This design comes from an exercise in tuning for a short achievable clock period and few clock cycles per item on the open sky130 flow, not from production work. Only the layout flow was run in this run; the RTL was not checked for function there. No activity file was given, so power comes from the tool's default toggle rates.

`design/flow/config.mk`:
```
export PLATFORM = sky130hd
export DESIGN_NAME = counting_multiset_table
export DESIGN_NICKNAME = counting_multiset_table
export VERILOG_FILES = /design/flow/design.v
export SDC_FILE = /design/flow/constraint.sdc
export NUM_CORES = 4
export LEC_CHECK = 0
export ABC_CLOCK_PERIOD_IN_PS = 2000
export CAP_MARGIN = 20
export CORE_MARGIN = 2
export CORE_UTILIZATION = 40
export SETUP_SLACK_MARGIN = 4.3
export SLEW_MARGIN = 20
```
`design/flow/constraint.sdc`:
```
create_clock -name core_clock -period 6.5 [get_ports {clock}]
set_input_delay 1.3000 -clock core_clock [delete_from_list [all_inputs] [get_ports {clock}]]
set_output_delay 1.3000 -clock core_clock [all_outputs]
set_load 0.01 [all_outputs]
```
`design/flow/design.v`:
```
package cms_pkg;
   localparam int ENTRIES_DEFAULT    = 16;
   localparam int COUNT_BITS_DEFAULT = 16;
   localparam int MULT_BITS  = 16;
   localparam int TOTAL_BITS = 20;
   localparam int RSP_BITS   = MULT_BITS + TOTAL_BITS + 2;
   localparam logic [1:0] CMD_ADD    = 2'd0;
   localparam logic [1:0] CMD_REMOVE = 2'd1;
   localparam logic [1:0] CMD_QUERY  = 2'd2;
   localparam logic [1:0] CMD_TOTAL  = 2'd3;
   localparam logic [1:0] STS_OK     = 2'd0;
   localparam logic [1:0] STS_FULL   = 2'd1;
   localparam logic [1:0] STS_ABSENT = 2'd2;
   localparam int CREDITS = 6;
endpackage
module cms_ctrl (
   input  logic                         clock,
   input  logic                         reset,
   input  logic                         req_valid,
   output logic                         req_ready,
   output logic                         req_take,
   input  logic                         in_valid,
   input  logic [cms_pkg::RSP_BITS-1:0] in_payload,
   output logic                         rsp_valid,
   input  logic                         rsp_ready,
   output logic [cms_pkg::RSP_BITS-1:0] rsp_payload
);
   localparam int DEPTH = cms_pkg::CREDITS - 1;    
   localparam int PW    = $clog2(DEPTH);
   localparam int CW    = $clog2(cms_pkg::CREDITS + 1);
   logic [CW-1:0] owed_ff;
   logic          ready_ff;
   logic          take;
   assign req_ready = ready_ff;
   assign req_take  = req_valid && ready_ff;
   assign take      = rsp_valid && rsp_ready;
   always_ff @(posedge clock) begin
      if (reset) begin
         owed_ff  <= '0;
         ready_ff <= 1'b1;
      end else begin
         case ({req_take, take})
            2'b10: begin
               owed_ff  <= owed_ff + 1'b1;
               ready_ff <= owed_ff + 1'b1 < CW'(cms_pkg::CREDITS);
            end
            2'b01: begin
               owed_ff  <= owed_ff - 1'b1;
               ready_ff <= owed_ff - 1'b1 < CW'(cms_pkg::CREDITS);
            end
            default: begin
               ready_ff <= owed_ff < CW'(cms_pkg::CREDITS);
            end
         endcase
      end
   end
   logic [cms_pkg::RSP_BITS-1:0] buf_ff [DEPTH];
   logic [PW-1:0]                rd_ff, wr_ff;
   logic [CW-1:0]                cnt_ff;
   logic                         head_valid_ff;
   logic [cms_pkg::RSP_BITS-1:0] head_ff;
   logic                         head_load, from_buf, push, pop;
   assign rsp_valid   = head_valid_ff;
   assign rsp_payload = head_ff;
   always_comb begin
      head_load = !head_valid_ff || rsp_ready;
      from_buf  = cnt_ff != '0;
      pop       = head_load && from_buf;
      push      = in_valid && !(head_load && !from_buf);
   end
   always_ff @(posedge clock) begin
      if (reset) begin
         head_valid_ff <= 1'b0;
         rd_ff         <= '0;
         wr_ff         <= '0;
         cnt_ff        <= '0;
      end else begin
         if (head_load) begin
            head_valid_ff <= from_buf || in_valid;
         end
         if (pop) begin
            rd_ff <= (rd_ff == PW'(DEPTH - 1)) ? '0 : rd_ff + 1'b1;
         end
         if (push) begin
            wr_ff <= (wr_ff == PW'(DEPTH - 1)) ? '0 : wr_ff + 1'b1;
         end
         cnt_ff <= cnt_ff + CW'(push) - CW'(pop);
      end
   end
   always_ff @(posedge clock) begin
      if (head_load) begin
         head_ff <= from_buf ? buf_ff[rd_ff] : in_payload;
      end
      if (push) begin
         buf_ff[wr_ff] <= in_payload;
      end
   end
endmodule
module cms_datapath #(
   parameter int ENTRIES    = cms_pkg::ENTRIES_DEFAULT,
   parameter int COUNT_BITS = cms_pkg::COUNT_BITS_DEFAULT
) (
   input  logic                         clock,
   input  logic                         reset,
   input  logic                         req_take,
   input  logic [33:0]                  req_payload,
   output logic                         out_valid,
   output logic [cms_pkg::RSP_BITS-1:0] out_payload
);
   localparam logic [COUNT_BITS-1:0] COUNT_ONE = {{(COUNT_BITS-1){1'b0}}, 1'b1};
   logic               i_valid;
   logic [1:0]         i_cmd;
   logic [31:0]        i_v;
   always_ff @(posedge clock) begin
      i_valid <= req_take && !reset;
      i_cmd   <= req_payload[33:32];
      i_v     <= req_payload[31:0];
   end
   logic [31:0]           value_ff [ENTRIES];
   logic [COUNT_BITS-1:0] count_ff [ENTRIES];
   logic [ENTRIES-1:0]    valid_ff;
   logic               e_add, e_rem, e_qry, e_any_cmd;
   logic [31:0]        e_v;
   logic [ENTRIES-1:0] e_pre_hit;    
   logic               e_pre_any;
   logic               e_same;       
   logic [ENTRIES-1:0] x_after;      
   logic               x_present;
   logic [ENTRIES-1:0] p_hit;
   logic               p_same;
   always_comb begin
      for (int i = 0; i < ENTRIES; i++) begin
         p_hit[i] = valid_ff[i] && (value_ff[i] == i_v);
      end
      p_same = e_any_cmd && (i_v == e_v);
   end
   always_ff @(posedge clock) begin
      if (reset) begin
         e_add     <= 1'b0;
         e_rem     <= 1'b0;
         e_qry     <= 1'b0;
         e_any_cmd <= 1'b0;
      end else begin
         e_add     <= i_valid && (i_cmd == cms_pkg::CMD_ADD);
         e_rem     <= i_valid && (i_cmd == cms_pkg::CMD_REMOVE);
         e_qry     <= i_valid && (i_cmd == cms_pkg::CMD_QUERY);
         e_any_cmd <= i_valid;
      end
      e_v       <= i_v;
      e_pre_hit <= p_hit;
      e_pre_any <= |p_hit;
      e_same    <= p_same;
   end
   logic [ENTRIES-1:0] hit, free_oh, sat, one, alloc, inc, dec, after;
   logic               any_hit, full, sat_hit;
   always_comb begin
      hit     = e_same ? x_after : e_pre_hit;
      any_hit = e_same ? x_present : e_pre_any;
      full    = &valid_ff;
      free_oh = ~valid_ff & (valid_ff + {{(ENTRIES-1){1'b0}}, 1'b1});
      for (int i = 0; i < ENTRIES; i++) begin
         sat[i]   = &count_ff[i];
         one[i]   = count_ff[i] == COUNT_ONE;
         alloc[i] = e_add && !any_hit && free_oh[i];
         inc[i]   = e_add && hit[i] && !sat[i];
         dec[i]   = e_rem && hit[i];
         after[i] = alloc[i] || (hit[i] && !(dec[i] && one[i]));
      end
      sat_hit = |(hit & sat);
   end
   always_ff @(posedge clock) begin
      for (int i = 0; i < ENTRIES; i++) begin
         if (alloc[i]) begin
            value_ff[i] <= e_v;
            count_ff[i] <= COUNT_ONE;
         end else if (inc[i]) begin
            count_ff[i] <= count_ff[i] + 1'b1;
         end else if (dec[i]) begin
            count_ff[i] <= count_ff[i] - 1'b1;
         end
      end
      x_after   <= after;
      x_present <= |after;
   end
   always_ff @(posedge clock) begin
      if (reset) begin
         valid_ff <= '0;
      end else begin
         valid_ff <= alloc | (valid_ff & ~(dec & one));
      end
   end
   logic               r_valid, r_inc, r_dec;
   logic [ENTRIES-1:0] r_sel;
   logic [1:0]         r_status;
   logic [cms_pkg::TOTAL_BITS-1:0] sum_ff;
   always_ff @(posedge clock) begin
      if (reset) begin
         r_valid <= 1'b0;
         r_inc   <= 1'b0;
         r_dec   <= 1'b0;
      end else begin
         r_valid <= e_any_cmd;
         r_inc   <= e_add && (any_hit ? !sat_hit : !full);
         r_dec   <= e_rem && any_hit;
      end
      r_sel    <= (e_add || e_rem || e_qry) ? (hit | alloc) : '0;
      r_status <= (e_add && !any_hit && full) ? cms_pkg::STS_FULL :
                  (e_rem && !any_hit)         ? cms_pkg::STS_ABSENT :
                                                cms_pkg::STS_OK;
   end
   logic [COUNT_BITS-1:0] r_mult;
   always_comb begin
      r_mult = '0;
      for (int i = 0; i < ENTRIES; i++) begin
         r_mult = r_mult | (count_ff[i] & {COUNT_BITS{r_sel[i]}});
      end
   end
   always_ff @(posedge clock) begin
      if (reset) begin
         sum_ff <= '0;
      end else if (r_inc) begin
         sum_ff <= sum_ff + 1'b1;
      end else if (r_dec) begin
         sum_ff <= sum_ff - 1'b1;
      end
   end
   logic                          w_valid;
   logic [cms_pkg::MULT_BITS-1:0] w_mult;
   logic [1:0]                    w_status;
   always_ff @(posedge clock) begin
      if (reset) begin
         w_valid <= 1'b0;
      end else begin
         w_valid <= r_valid;
      end
      w_mult   <= r_mult;
      w_status <= r_status;
   end
   assign out_valid   = w_valid;
   assign out_payload = {w_mult, sum_ff, w_status};
endmodule
module counting_multiset_table #(
   parameter int ENTRIES    = cms_pkg::ENTRIES_DEFAULT,
   parameter int COUNT_BITS = cms_pkg::COUNT_BITS_DEFAULT
) (
   input  logic                     clock,
   input  logic                     reset,
   input  logic                     req_valid,
   output logic                     req_ready,
   input  logic [33:0]              req_payload,
   output logic                     rsp_valid,
   input  logic                     rsp_ready,
   output logic [37:0]              rsp_payload
);
   logic                         req_take;
   logic                         dp_valid;
   logic [cms_pkg::RSP_BITS-1:0] dp_payload;
   cms_ctrl u_ctrl (
      .clock       (clock),
      .reset       (reset),
      .req_valid   (req_valid),
      .req_ready   (req_ready),
      .req_take    (req_take),
      .in_valid    (dp_valid),
      .in_payload  (dp_payload),
      .rsp_valid   (rsp_valid),
      .rsp_ready   (rsp_ready),
      .rsp_payload (rsp_payload)
   );
   cms_datapath #(
      .ENTRIES    (ENTRIES),
      .COUNT_BITS (COUNT_BITS)
   ) u_datapath (
      .clock       (clock),
      .reset       (reset),
      .req_take    (req_take),
      .req_payload (req_payload),
      .out_valid   (dp_valid),
      .out_payload (dp_payload)
   );
endmodule
```
`design/flow/run.sh`:
```
#!/bin/bash
# synth_recipe.tcl (not shown) runs the flow's synth.tcl, then flattens the netlist and writes it again
# the make line also repeats each setting of config.mk as NAME=value (left out here)
make -C /OpenROAD-flow-scripts/flow DESIGN_CONFIG=/design/flow/config.mk WORK_HOME=/design/flow/orfs CLKGATE_MAP_FILE= SYNTH_SCRIPT=/design/flow/synth_recipe.tcl finish
```
==> results_dict.tcl <==
set metrics [dict create \
    post-place-cells 6206 \
    async_reset_ff_frac 0 \
    cp.required_ns 7.14 \
    slew_violations 0 \
    area_delta_synth_final_pct 30.8 \
    grt_overflow 0 \
    num_vias 40900 \
    cts_tree "done" \
    drt.antenna.violating_nets 0 \
    fin_skew_ns 0.0346 \
    synth_ff_type "edfxtp_1" \
    yosys_warnings 4 \
    timing.rr.end "u_datapath.x_present" \
    critPathLaunchType "flop" \
    yosysSeqAreaShare 0.584 \
    synth_cell_types 85 \
    ir_worst_vdd_v 0.000185 \
    drtPass1Iterations 6 \
    yosys.area.top_type "edfxtp_1" \
    status "finished clean" \
    clkTransAtPathRegs_ns 0.06 \
    drt_iter0_drc 4997 \
    clk_path_buf_depth 3 \
    wl_per_cell_um 27.1 \
    syn_area_um2 53600 \
    holdCritPathClass "reg2reg" \
    worst_slew_pin_slew_ns 0.955 \
    rows 134 \
    grtUsageTotal 0.260 \
    holdPathEnd "u_datapath.w_status[1]" \
    drt-total-wl_um 188000 \
    slew_headroom 0.362 \
    die_area_um2 137000 \
    path_delay_family "simple AND/OR/NAND/NOR gates" \
    crit_type "reg2reg" \
    swShare 0.246 \
    critPathArrivalTime_ns 3.82 \
    synth_top_area_share 0.414 \
    synthTopCellsByArea "edfxtp_1 41%, dfxtp_1 17%, xnor2_1 10%" \
    totalPowerFinal_mw 17.9 \
    synthCells 4531 \
    initial_core_util 0.402 \
    h-tree-depth 4 \
    power_frac_comb 0.123 \
    drc 0 \
    fin_crit_ns 3.18 \
    fin_crit_sh 0.489 \
    worst_path_max_delay_cell "or4_4" \
    grt_pass1_wl_um 260000 \
    die_w_um 370 \
    p_per_area_nw_per_um2 255 \
    drive_gt1_frac 0.299 \
    gp_congestion 0.992 \
    regToRegSetupSlack_ns 3.32 \
    antenna_found_initial 16 \
    finalSetupTns_ns 0 \
    fp.dieH_um 370 \
    filler_cell_count 11100 \
    cts-buffers-inserted 132 \
    avgSynthCellArea_um2 11.8 \
    finalSetupViolCount 0 \
    coreArea_um2 133000 \
    r2r.worst_path.cells 7 \
    power.net_switching_mw 4.40 \
    synth_fp_nets 4647 \
    pwr-share-clk 0.412 \
    p_int_mw 13.5 \
    synth_edf_count 740 \
    ys_seq_elements 1195 \
    finalHoldViolCount 0 \
    maxCapViolCount 0 \
    clock_latency_ns 0.77 \
    final_cells 6930 \
    post-dp-hpwl_um 111000 \
    rsz0062_at_grt "true" \
    hold_depth 0 \
    leakagePower_nw 24.6 \
    path_cells "or4_4 > or4b_4 > nand4b_4 > a21o_1 > or4_4 > or4_1 > or4_1" \
    crit_path_end_kind "flop" \
    grt_pass1_vias 37500 \
    p_seq_frac 0.465 \
    r2r_start "u_datapath.count_ff[3][4]" \
    nets 5174 \
    worstHoldStart "u_datapath.r_status[1]" \
    cp_num_buf_inv 0 \
    cp_max_fo 3 \
    grt_max_degree 51 \
    via_per_inst 5.90 \
    cts_root_buffer "clkbuf_16" \
    fmax_mhz 315 \
    numPortBuffers 77 \
    clock-sinks 1195 \
    crit_path_max_incr_delay_ns 0.54 \
    io_pins 78 \
]
cells in the mapped netlist, drive strengths merged (14+ instances only):
master	n
mux2	16
nor3	65
mux4	38
nand3	150
xor2	147
xnor2	629
a22oi	19
o31ai	24
buf	25
mux2i	62
ha	76
or3	58
a221oi	64
or4	31
nand2	182
and2	21
nor4	91
o22ai	42
o32ai	22
inv	102
clkbuf	235
a21oi	160
a31oi	23
nor2b	14
and3	54
nand2b	16
nor2	392
edfxtp	740
nand4	219
dfxtp	455
o21ai	71
a21o	27
and4	31
nor3b	17
a22o	65
worst max path at each step:
stage	startpoint	endpoint	slack (ns)	depth (start not counted)
2_1_floorplan	rsp_ready	u_ctrl.buf_ff[0][0]	2.87	4
3_3_place_gp	rsp_ready	u_ctrl.cnt_ff[2]	2.39	12
3_5_place_dp	rsp_ready	u_ctrl.cnt_ff[2]	2.44	12
4_1_cts	u_datapath.count_ff[3][4]	u_datapath.x_present	3.35	7
5_1_grt	u_datapath.count_ff[3][4]	u_datapath.x_present	3.26	7
6_report	u_datapath.count_ff[3][4]	u_datapath.x_present	3.32	7
kinds of logic (layout without fill, tap and decap cells):
family          Yosys count  in the layout  share of synthesized area
mux                     116            116                     0.0309
fa+ha+maj                78             78                     0.0185
compound gates          618            618                     0.0794
xor+xnor                776            776                      0.127
flops                  1195           1195                      0.584
buf+inv                 367            994                     0.0260
other cells               0              1                          0
simple gates           1381           1384                      0.135
state kept, by name, summed over array words and instances, names as in the netlist, 3 cells and up, named ones only:
register and count:
u_datapath.value_ff 512, u_datapath.count_ff 256, u_ctrl.buf_ff 190, u_ctrl.head_ff 38, u_datapath.e_v 32, u_datapath.i_v 32, u_datapath.sum_ff 20, u_datapath.e_pre_hit 16
u_datapath.r_sel 16, u_datapath.valid_ff 16, u_datapath.w_mult 16, u_datapath.x_after 16, u_ctrl.cnt_ff 3, u_ctrl.owed_ff 3, u_ctrl.rd_ff 3, u_ctrl.wr_ff 3
cell usage in the layout, fill, tap and decap left out, types with 19 or more instances in the layout:
master           count
edfxtp_1           740
xnor2_1            613
buf_4              374
nor2_1             354
dfxtp_1            261
nand4_1            219
nand2_1            163
xor2_1             147
clkbuf_16          143
nand3_1            129
a21oi_1            128
dfxtp_2            108
inv_1               89
dfxtp_4             86
buf_6               72
buf_12              72
a22o_1              64
a221oi_1            63
ha_1                56
mux2i_1             53
and3_1              49
nor3_1              47
o21ai_0             40
or3_1               40
nor4_4              39
buf_2               39
mux4_2              38
nor4_1              36
clkbuf_1            35
clkdlybuf4s50_1     35
a21oi_2             30
nor2_4              23
a21o_1              23
o22ai_2             21
and2_1              19
clkinv_2            19
power by group through the flow:
stage	clock [mW]	sequential [mW]	combinational [mW]
final	7.38	8.35	2.20
after global routing	7.78	8.36	2.35
after CTS	7.49	8.37	2.06
after detailed placement	0	8.57	1.80
after global placement	0	8.56	1.78
after floorplan	0	8.60	1.04
stage by stage:
stage	util	cell area, um^2	hold WS [ns]	setup slack, ns
finish	0.527	70200	0.370	3.32
global route	0.527	70200	0.374	3.26
CTS	0.494	65900	0.372	3.35
detailed placement	0.424	56600	0.359	2.44
global placement	0.424	56500	0.357	2.39
floorplan	-	54000	0.310	2.87
layout make-up:
| type | count | area, um^2 | share of cell area |
|---|---|---|---|
| diodes | 1 | 2.50 | 0.0000357 |
| clock buffers | 187 | 3740 | 0.0533 |
| clock inverters | 50 | 499 | 0.00711 |
| inverters | 107 | 598 | 0.00852 |
| multi-input cells | 2972 | 24500 | 0.350 |
| flip-flops and latches | 1195 | 31800 | 0.453 |
| well taps | 1768 | 2210 | 0.0315 |
| repair buffers | 630 | 6450 | 0.0919 |
| repair inverters | 20 | 359 | 0.00512 |
routing by layer:
| layer | global-route usage | vias up | wire, um |
|---|---|---|---|
| met5 | 0 | - | 55 |
| met4 | 0.104 | 8 | 9950 |
| met3 | 0.0601 | 532 | 19800 |
| met2 | 0.395 | 2197 | 82400 |
| met1 | 0.358 | 20400 | 75500 |
| li1 | - | 17800 | - |
timing repair:
| action | CTS | global route |
|---|---|---|
| endpoints found under the setup margin | 1104 | 844 |
| hold buffers | 0 | 0 |
| setup buffers | 214 | 224 |
| gates cloned | 22 | 26 |
| gates resized for setup | 886 | 524 |
| pin swaps | 133 | 193 |

[afterwards: timing with drivers on the ports]
No port has a modelled driver above. Below, the same layout with a new extraction and two added sets of constraints.
Step 1 (the two cells are an assumption about what drives the block):
set clk [get_ports {clock}]
set_driving_cell -lib_cell sky130_fd_sc_hd__clkbuf_16 $clk
set_driving_cell -lib_cell sky130_fd_sc_hd__buf_2 [delete_from_list [all_inputs] $clk]
Step 2 moves the port delays by t, midway between the first and last clock arrival at a register: inputs arrive t later, outputs are due t later. That takes back most of the time a late clock gives input paths.
Three values: no drivers, after step 1, after step 2; two values: the first two.
t, ns: 0.833
slack for setup (ns): 3.321 / 3.321 / 3.321
hold slack, ns: 0.370 / 0.370 / 0.370
worst setup path after step 2: register to register
worst data-port slew with drivers (ns): 0.09
After both steps this run still meets setup and hold. The setup slack of this run moves by 0.000 ns with the drivers and by 0.000 ns with both steps.
